Source: an optimization exercise on an open RTL-to-GDS flow (aim: small area, a short achievable clock period and few clock cycles per item). Production flows keep margins and buffers that such runs may drop.
In this exercise RTL edits were held to simulation tests only and were not proved equivalent to the original.
No activity file was given, so power comes from the tool's default toggle rates.

Design key_led_fade_table, start of the top module:
module key_led_fade_table (
    input  logic                                i_clk,
    input  logic                                i_rst_n,
    input  logic                                s_axis_tvalid,
    output logic                                s_axis_tready,
    input  logic [kfade_pkg::IN_TDATA_W-1:0]    s_axis_tdata,    
    input  logic                                s_axis_tuser,    
    output logic                                m_axis_tvalid,
    input  logic                                m_axis_tready,
    output logic [kfade_pkg::OUT_TDATA_W-1:0]   m_axis_tdata,    
    output logic                                m_axis_tuser,    
    output logic                                m_axis_tlast     
);
Size in the first run: roughly 2200 flip-flops.
==> flow/config.mk <==
export PLATFORM = sky130hd
export DESIGN_NAME = key_led_fade_table
export DESIGN_NICKNAME = key_led_fade_table
export VERILOG_FILES = /design/flow/design.v
export SDC_FILE = /design/flow/constraint.sdc
export NUM_CORES = 4
export LEC_CHECK = 0
export CAP_MARGIN = 30
export CORE_MARGIN = 2
export CORE_UTILIZATION = 45
export CTS_BUF_LIST = sky130_fd_sc_hd__clkbuf_8
export CTS_CLUSTER_DIAMETER = 80
export CTS_CLUSTER_SIZE = 14
export SETUP_SLACK_MARGIN = 4.2
export SLEW_MARGIN = 25
==> flow/constraint.sdc <==
create_clock -name core_clock -period 8.0 [get_ports {i_clk}]
set_input_delay 1.6000 -clock core_clock [delete_from_list [all_inputs] [get_ports {i_clk}]]
set_output_delay 1.6000 -clock core_clock [all_outputs]
set_load 0.01 [all_outputs]
run.sh (not shown) runs the stock make flow with config.mk's settings and CLKGATE_MAP_FILE= SYNTH_SCRIPT=/design/flow/synth_recipe.tcl, a recipe that flattens the netlist after the stock synthesis.
Testbench counts at the start, summed over its fixed seeds: cycles 10,762, items 4,800.
Rerun with:
- CAP_MARGIN: 30 -> 40
- CTS_BUF_LIST: sky130_fd_sc_hd__clkbuf_8 -> default
- CTS_CLUSTER_DIAMETER: 80 -> default
- CTS_CLUSTER_SIZE: 14 -> default
- SLEW_MARGIN: 25 -> 30
Outcome: Global-route usage rose by 0.16 points; power climbs by about a fifth; die area is unchanged; cell area came out higher by a few percent.
Rerun with:
- CAP_MARGIN: 40 -> 30
- CTS_BUF_LIST: default -> sky130_fd_sc_hd__clkbuf_8
- CTS_CLUSTER_DIAMETER: default -> 80
- CTS_CLUSTER_SIZE: default -> 14
- SETUP_SLACK_MARGIN: 4.2 -> 4.0
- SLEW_MARGIN: 30 -> 25
=> Count of clock-buffer cells in the layout goes down by 105. Wire length goes down by 4.3%. Non-clock buffer count goes down by 92. Cell count goes down by 2.2%. Die area is unchanged. Synthesized area is unchanged. Design area goes down by 5.8%.
Rerun with:
- CAP_MARGIN: 30 -> 40
- SETUP_SLACK_MARGIN: 4.0 -> 4.4
- SLEW_MARGIN: 25 -> 30
Result: Design area increases by 5.4%. Non-clock buffer count increases by 224. Setup slack gains 0.20 ns. Clock-buffer cell count increases by 6. Maximum frequency increases by 5.2%. Die area is unchanged. Clock skew decreases by 0.018 ns.


key_led_fade_table again, from the RTL that the note above started with.
## key_led_fade_table
module key_led_fade_table (
    input  logic                                i_clk,
    input  logic                                i_rst_n,
    input  logic                                s_axis_tvalid,
    output logic                                s_axis_tready,
    input  logic [kfade_pkg::IN_TDATA_W-1:0]    s_axis_tdata,    
    input  logic                                s_axis_tuser,    
    output logic                                m_axis_tvalid,
    input  logic                                m_axis_tready,
    output logic [kfade_pkg::OUT_TDATA_W-1:0]   m_axis_tdata,    
    output logic                                m_axis_tuser,    
    output logic                                m_axis_tlast     
);
clock: 8.0 ns
lec_check: 0
cap_margin: 40
core_margin: 2
core_utilization: 45
cts_buf_list: sky130_fd_sc_hd__clkbuf_8
cts_cluster_diameter: 80
cts_cluster_size: 14
setup_slack_margin: 4.2
slew_margin: 30
Testbench counts at the start, summed over its fixed seeds: cycles 10,762, items 4,800.
Rerun with:
Settings changed: CORE_UTILIZATION 45 to 55, CTS_BUF_LIST sky130_fd_sc_hd__clkbuf_8 to default, CTS_CLUSTER_DIAMETER 80 to default, CTS_CLUSTER_SIZE 14 to default, SETUP_SLACK_MARGIN 4.2 to 4.5.
What happened:
- non-clock buffer count is higher by 234
- utilization climbs by 17 points
- global-route usage climbs by 8.7 points
- fmax barely changes
- via count rises by 5.6%
- area after synthesis stays the same
- critical path depth went up by 2
- worst hold slack improves by 0.0089 ns
- worst setup slack stays flat
- clock power is higher by 75%
- total power is higher by 23%

## port drivers added, routing unchanged
No port has a modelled driver above. Below, the same layouts with a new extraction and two added sets of constraints.
Step 1 assumes that a clkbuf_16 drives the clock port and a buf_2 every other input.
Step 2, shift: input delay + t, output delay - t, t = (earliest + latest rising clock arrival at the registers) / 2. This alone moves slack from input paths to output paths.
Slacks: no drivers / after step 1 / after step 2; pairs: no drivers / after step 1.
| run | t, ns | setup WS [ns] | latest minus earliest clock arrival (ns) | worst register clock-pin slew, ns |
|---|---|---|---|---|
| the first run of note 1 | 1.097 | 4.068 / 4.068 / 4.068 | 0.055 / 0.055 | 0.11 / 0.11 |
| the second run of note 1 | 0.967 | 4.140 / 4.140 / 4.140 | 0.046 / 0.046 | 0.07 / 0.07 |
| the third run of note 1 | 1.062 | 3.900 / 3.900 / 3.900 | 0.072 / 0.071 | 0.11 / 0.11 |
| the fourth run of note 1 | 1.072 | 4.102 / 4.102 / 4.102 | 0.058 / 0.058 | 0.11 / 0.11 |
| the first run of note 2 | 1.069 | 4.047 / 4.047 / 4.047 | 0.075 / 0.076 | 0.11 / 0.11 |
| the second run of note 2 | 0.943 | 4.050 / 4.050 / 4.050 | 0.058 / 0.058 | 0.07 / 0.07 |
After both steps setup and hold are still met in every run listed.
